This design comes from an exercise in tuning for small area on the open sky130 flow, not from production work.
Function was checked by simulation only, so behaviour that the tests miss may differ from the original.
Power is estimated from default activity; no workload was simulated. No driver is modelled on the clock port, so clocking that relies on it looks cheaper here than on a real chip.

== v38 ==
==> flow/design.v <==
`default_nettype none
module adc_capture #(
    parameter int DATA_W = 8,
    parameter int ADDR_W = 8
) (
    input  logic              sys_clk,
    input  logic              sys_rst,
    input  logic [DATA_W-1:0] adc_data,
    input  logic              arm,
    input  logic [DATA_W-1:0] trig_level,
    input  logic              force_trig,
    input  logic              rd_req,
    output logic [DATA_W-1:0] rd_data,
    output logic              rd_valid,
    output logic              busy,
    output logic              done
);
    localparam int DEPTH = 2 ** ADDR_W;
    localparam int LO_W  = ADDR_W / 2;
    localparam int HI_W  = ADDR_W - LO_W;
    localparam int N_LO  = 2 ** LO_W;
    localparam int N_HI  = 2 ** HI_W;
    localparam logic [ADDR_W-1:0] c_LAST_ADDR = '1;
    logic [DATA_W-1:0] lvl_q;
    logic              busy_q;      
    logic              cap_q;       
    logic              done_q;      
    logic [ADDR_W-1:0] pos_q;       
    logic [ADDR_W-1:0] rd_cnt_q;    
    logic [DATA_W-1:0] rd_data_q;
    logic              rd_valid_q;
    logic [DEPTH-1:0][DATA_W-1:0] ring;
    logic              w_trig;
    logic              w_rd;
    logic              w_cap_last;
    logic              w_rd_last;
    logic              w_hold;
    logic [DATA_W-1:0] w_rd_word;
    assign w_trig     = ((ring[1] < lvl_q) && (ring[0] >= lvl_q)) || force_trig;
    assign w_rd       = done_q && rd_req;
    assign w_cap_last = cap_q && (pos_q == c_LAST_ADDR);
    assign w_rd_last  = w_rd && (rd_cnt_q == c_LAST_ADDR);
    assign w_hold     = w_cap_last || (done_q && !w_rd_last);
    always_ff @(posedge sys_clk or posedge sys_rst) begin
        if (sys_rst) begin
            ring[0] <= '0;
        end else begin
            ring[0] <= w_hold ? ring[DEPTH-1] : adc_data;
        end
    end
    always_ff @(posedge sys_clk) begin
        for (int i = 1; i < DEPTH; i++) begin
            ring[i] <= ring[i-1];
        end
    end
    localparam int N_GRP = DEPTH / 3;                 
    localparam int N_AOI = N_GRP + 1;                 
    logic [N_LO-1:0]   w_sel_lo;
    logic [N_HI-1:0]   w_sel_hi;
    logic [DEPTH-1:0]  w_sel;
    logic [DATA_W-1:0] w_aoi [N_AOI];                 
    always_comb begin
        for (int l = 0; l < N_LO; l++) w_sel_lo[l] = (pos_q[LO_W-1:0] == LO_W'(l));
        for (int h = 0; h < N_HI; h++) w_sel_hi[h] = (pos_q[ADDR_W-1:LO_W] == HI_W'(h));
        for (int p = 0; p < DEPTH; p++) w_sel[p] = w_sel_hi[p/N_LO] & w_sel_lo[p%N_LO];
    end
    for (genvar g = 0; g < N_GRP; g++) begin : g_aoi
        for (genvar b = 0; b < DATA_W; b++) begin : g_bit
            adc_capture_aoi3 u_aoi (
                .s ({w_sel[3*g+2], w_sel[3*g+1], w_sel[3*g]}),
                .d ({ring[3*g+2][b], ring[3*g+1][b], ring[3*g][b]}),
                .y (w_aoi[g][b])
            );
        end
    end
    for (genvar b = 0; b < DATA_W; b++) begin : g_last
        assign w_aoi[N_GRP][b] = ~(w_sel[DEPTH-1] & ring[DEPTH-1][b]);
    end
    always_comb begin
        w_rd_word = '0;
        for (int g = 0; g < N_AOI; g++) w_rd_word = w_rd_word | ~w_aoi[g];
    end
    always_ff @(posedge sys_clk) begin
        if (cap_q || done_q) begin
            pos_q <= pos_q + ADDR_W'(cap_q || !rd_req);
        end else begin
            pos_q <= ADDR_W'(1);
        end
    end
    always_ff @(posedge sys_clk or posedge sys_rst) begin
        if (sys_rst) begin
            rd_data_q <= '0;
        end else if (w_rd) begin
            rd_data_q <= w_rd_word;
        end
    end
    always_ff @(posedge sys_clk) begin
        if (!busy_q && !done_q && arm) begin
            lvl_q <= trig_level;
        end
    end
    always_ff @(posedge sys_clk or posedge sys_rst) begin
        if (sys_rst) begin
            busy_q     <= 1'b0;
            cap_q      <= 1'b0;
            done_q     <= 1'b0;
            rd_cnt_q   <= '0;
            rd_valid_q <= 1'b0;
        end else begin
            rd_valid_q <= w_rd;
            if (!busy_q && !done_q) begin
                if (arm) busy_q <= 1'b1;
            end else if (busy_q && !cap_q) begin
                if (w_trig) cap_q <= 1'b1;
            end else if (cap_q) begin
                if (w_cap_last) begin
                    cap_q  <= 1'b0;
                    busy_q <= 1'b0;
                    done_q <= 1'b1;
                end
            end else if (rd_req) begin
                rd_cnt_q <= rd_cnt_q + ADDR_W'(1);
                if (w_rd_last) done_q <= 1'b0;
            end
        end
    end
    assign rd_data  = rd_data_q;
    assign rd_valid = rd_valid_q;
    assign busy     = busy_q;
    assign done     = done_q;
endmodule
module adc_capture_aoi3 (
    input  logic [2:0] s,
    input  logic [2:0] d,
    output logic       y
);
    assign y = ~|(s & d);
endmodule
`default_nettype wire
==> flow/config.mk <==
export PLATFORM = sky130hd
export DESIGN_NAME = adc_capture
export DESIGN_NICKNAME = adc_capture
export VERILOG_FILES = /design/flow/design.v
export SDC_FILE = /design/flow/constraint.sdc
export NUM_CORES = 4
export LEC_CHECK = 0
export CAP_MARGIN = 20
export CORE_MARGIN = 2
export CORE_UTILIZATION = 86
export CTS_BUF_LIST = sky130_fd_sc_hd__clkbuf_16
export CTS_CLUSTER_DIAMETER = 60
export CTS_CLUSTER_SIZE = 30
export SLEW_MARGIN = 20
export SYNTH_HIERARCHICAL = 1
==> flow/constraint.sdc <==
create_clock -name core_clock -period 5.0 [get_ports {sys_clk}]
set_input_delay 1.0000 -clock core_clock [delete_from_list [all_inputs] [get_ports {sys_clk}]]
set_output_delay 1.0000 -clock core_clock [all_outputs]
set_load 0.01 [all_outputs]
run.sh (not shown) runs the stock make flow with config.mk's settings and CLKGATE_MAP_FILE= SYNTH_SCRIPT=/design/flow/synth_recipe.tcl, a recipe that flattens the netlist after the stock synthesis.
Seen in the log of v38: GRT-0232 during 5_1_grt, after which the run never completed.
Relative to v38, the following input files were edited for v20:
Settings: CORE_UTILIZATION now 80, was 86.
==> flow/flow/run.sh (new file) <==
#!/bin/bash
# Layout: the standard flow (standard.sh, every step unchanged) except for
# two sets of arguments:
#  - the port buffers that global placement inserts on every input and output
#    are buf_1 instead of the default choice (repair still resizes them);
#  - the clock tree uses sink clusters of up to 30 flip-flops within 60 um,
#    each driven by a clkbuf_16, clkbuf_8 for the root and upper tree levels,
#    and adds no dummy loads for balancing.
# The make output (every step's tool output) goes to orfs_make.log here; ORFS
# also keeps each step's log under orfs/logs/.
set -euo pipefail
bash standard.sh \
  "BUFFER_PORTS_ARGS=-buffer_cell sky130_fd_sc_hd__buf_1" \
  "CTS_ARGS=-sink_clustering_enable -repair_clock_nets -sink_clustering_size 30 -sink_clustering_max_diameter 60 -buf_list sky130_fd_sc_hd__clkbuf_16 -sink_clustering_buffer sky130_fd_sc_hd__clkbuf_16 -tree_buf sky130_fd_sc_hd__clkbuf_8 -root_buf sky130_fd_sc_hd__clkbuf_8 -dont_use_dummy_load" \
  finish > orfs_make.log 2>&1
==> flow/standard.sh (new file) <==
#!/bin/bash
# synth_recipe.tcl (not shown) runs the flow's synth.tcl, then flattens the netlist and writes it again
# the make line also repeats each setting of config.mk as NAME=value (left out here)
make -C /OpenROAD-flow-scripts/flow DESIGN_CONFIG=/design/flow/config.mk WORK_HOME=/design/flow/orfs CLKGATE_MAP_FILE= SYNTH_SCRIPT=/design/flow/synth_recipe.tcl "${@:-finish}"
removed: flow/run.sh
## What came out
- v20 reached the end of the flow, and the finished layout is clean on the timing, DRC and antenna checks.
- v38 | ERROR | 5_1_grt
- v20 vs. v38: count of placed standard cells including taps went up, overall die height went up, floorplan row count went up.
- Simple logic cell fraction of the synthesized area came out exactly the same in v38 and v20.
- Relative to v38, the TritonCTS buffer count of v20 is higher by 1.
- Compared with v38, in v20 sequential-to-total area share from yosys stat stayed essentially flat; number of cells produced by synthesis stayed essentially flat.
Input-level comparison between v9 and v20:
diff --git a/flow/flow/run.sh b/flow/flow/run.sh
--- a/flow/flow/run.sh
+++ b/flow/flow/run.sh
@@ -7,2 +7 @@
-#    each driven by a clkbuf_16, clkbuf_8 for the root and upper tree levels,
-#    and adds no dummy loads for balancing.
+#    each driven by a clkbuf_16, and adds no dummy loads for balancing.
@@ -14 +13 @@
-  "CTS_ARGS=-sink_clustering_enable -repair_clock_nets -sink_clustering_size 30 -sink_clustering_max_diameter 60 -buf_list sky130_fd_sc_hd__clkbuf_16 -sink_clustering_buffer sky130_fd_sc_hd__clkbuf_16 -tree_buf sky130_fd_sc_hd__clkbuf_8 -root_buf sky130_fd_sc_hd__clkbuf_8 -dont_use_dummy_load" \
+  "CTS_ARGS=-sink_clustering_enable -repair_clock_nets -sink_clustering_size 30 -sink_clustering_max_diameter 60 -buf_list sky130_fd_sc_hd__clkbuf_16 -dont_use_dummy_load" \
Results
Final worst-path cycle share: higher on v20. Setup slack (lower): v20. Diff v20 -> v9 | antenna cell count | increase of 3. Relative to v20, power per standard cell area increased by 2.8 mW/mm^2 in v9. On routed wirelength normalized by instance count, v9 and v20 are neck and neck. The netlist area before placement on v9 is in line with that on v20. Fmax: v9 above v20. Diff v20 -> v9 | data arrival time of the worst path | decrease of 0.19 ns. Summary — utilization, v9 relative to v20: higher, by 0.16 points. Re die footprint: no difference whatsoever between v20 and v9.


Another version of the RTL of adc_capture (not shown whole).
For scale: ~3500 cells after synthesis, about 32 I/O pins, about 53000 sq um of cells after synthesis.
export LEC_CHECK = 0
export CAP_MARGIN = 20
export CORE_MARGIN = 2
export CORE_UTILIZATION = 80
export CTS_BUF_LIST = sky130_fd_sc_hd__clkbuf_8
export CTS_CLUSTER_DIAMETER = 40
export CTS_CLUSTER_SIZE = 16
export SLEW_MARGIN = 20
export SYNTH_HIERARCHICAL = 1
create_clock -name core_clock -period 5.0 [get_ports {sys_clk}]
Stock flow here: none of the scripts above is used.
Change:
- CTS_BUF_LIST: sky130_fd_sc_hd__clkbuf_8 -> sky130_fd_sc_hd__clkbuf_16
- CTS_CLUSTER_DIAMETER: 40 -> 60
- CTS_CLUSTER_SIZE: 16 -> 30
Worst hold slack loses 0.0093 ns. Non-clock buffer count does not change. Area after synthesis is unchanged. Die area does not change. Fmax is about the same. Wire length drops by 0.67%.
Change:
- CORE_UTILIZATION: 80 -> 70
- CTS_BUF_LIST: sky130_fd_sc_hd__clkbuf_16 -> sky130_fd_sc_hd__clkbuf_4 sky130_fd_sc_hd__clkbuf_8
- CTS_CLUSTER_DIAMETER: 60 -> unset
- CTS_CLUSTER_SIZE: 30 -> unset
Outcome: Hold slack is worse by 0.026 ns. Final cell count goes up by about 11%. Clock-buffer cell count goes up by 402. Global-route usage goes down by 5.8 points. Maximum frequency goes up by about 0.75%. Wire length goes down by about 0.9%. Total power goes up by 21%. Utilization goes down by 5.1 points. First-iteration DRC count goes down by about 16%. Clock power goes up by 70%.

[what the ideal ports hide]
How much do the figures lean on ideal ports? The routed layouts below were timed once more, with nothing changed but the port constraints.
Step 1 (the two cells are an assumption about what drives the block):
set clk [get_ports {sys_clk}]
set_driving_cell -lib_cell sky130_fd_sc_hd__clkbuf_16 $clk
set_driving_cell -lib_cell sky130_fd_sc_hd__buf_2 [delete_from_list [all_inputs] $clk]
Step 2 times the ports against the registers' clock, not the clock port: input delays grow and output delays shrink by t, the midpoint of the rising clock arrivals with the driver on.
Three values: ideal, step 1, step 2; two values: the first two.
run	t (ns)	setup slack, ns	worst slew at a driven data input, ns	cell pins on the clock port's net
v20	0.845	0.146 / 0.146 / 0.146	0.04	1
v9	0.725	0.201 / 0.201 / 0.201	0.04	1
the first run of note 2	0.915	0.232 / 0.232 / 0.232	0.05	1
the second run of note 2	0.732	0.243 / 0.243 / 0.243	0.05	1
the third run of note 2	0.982	0.278 / 0.278 / 0.278	0.05	1
After both steps setup and hold are still met in every run listed.
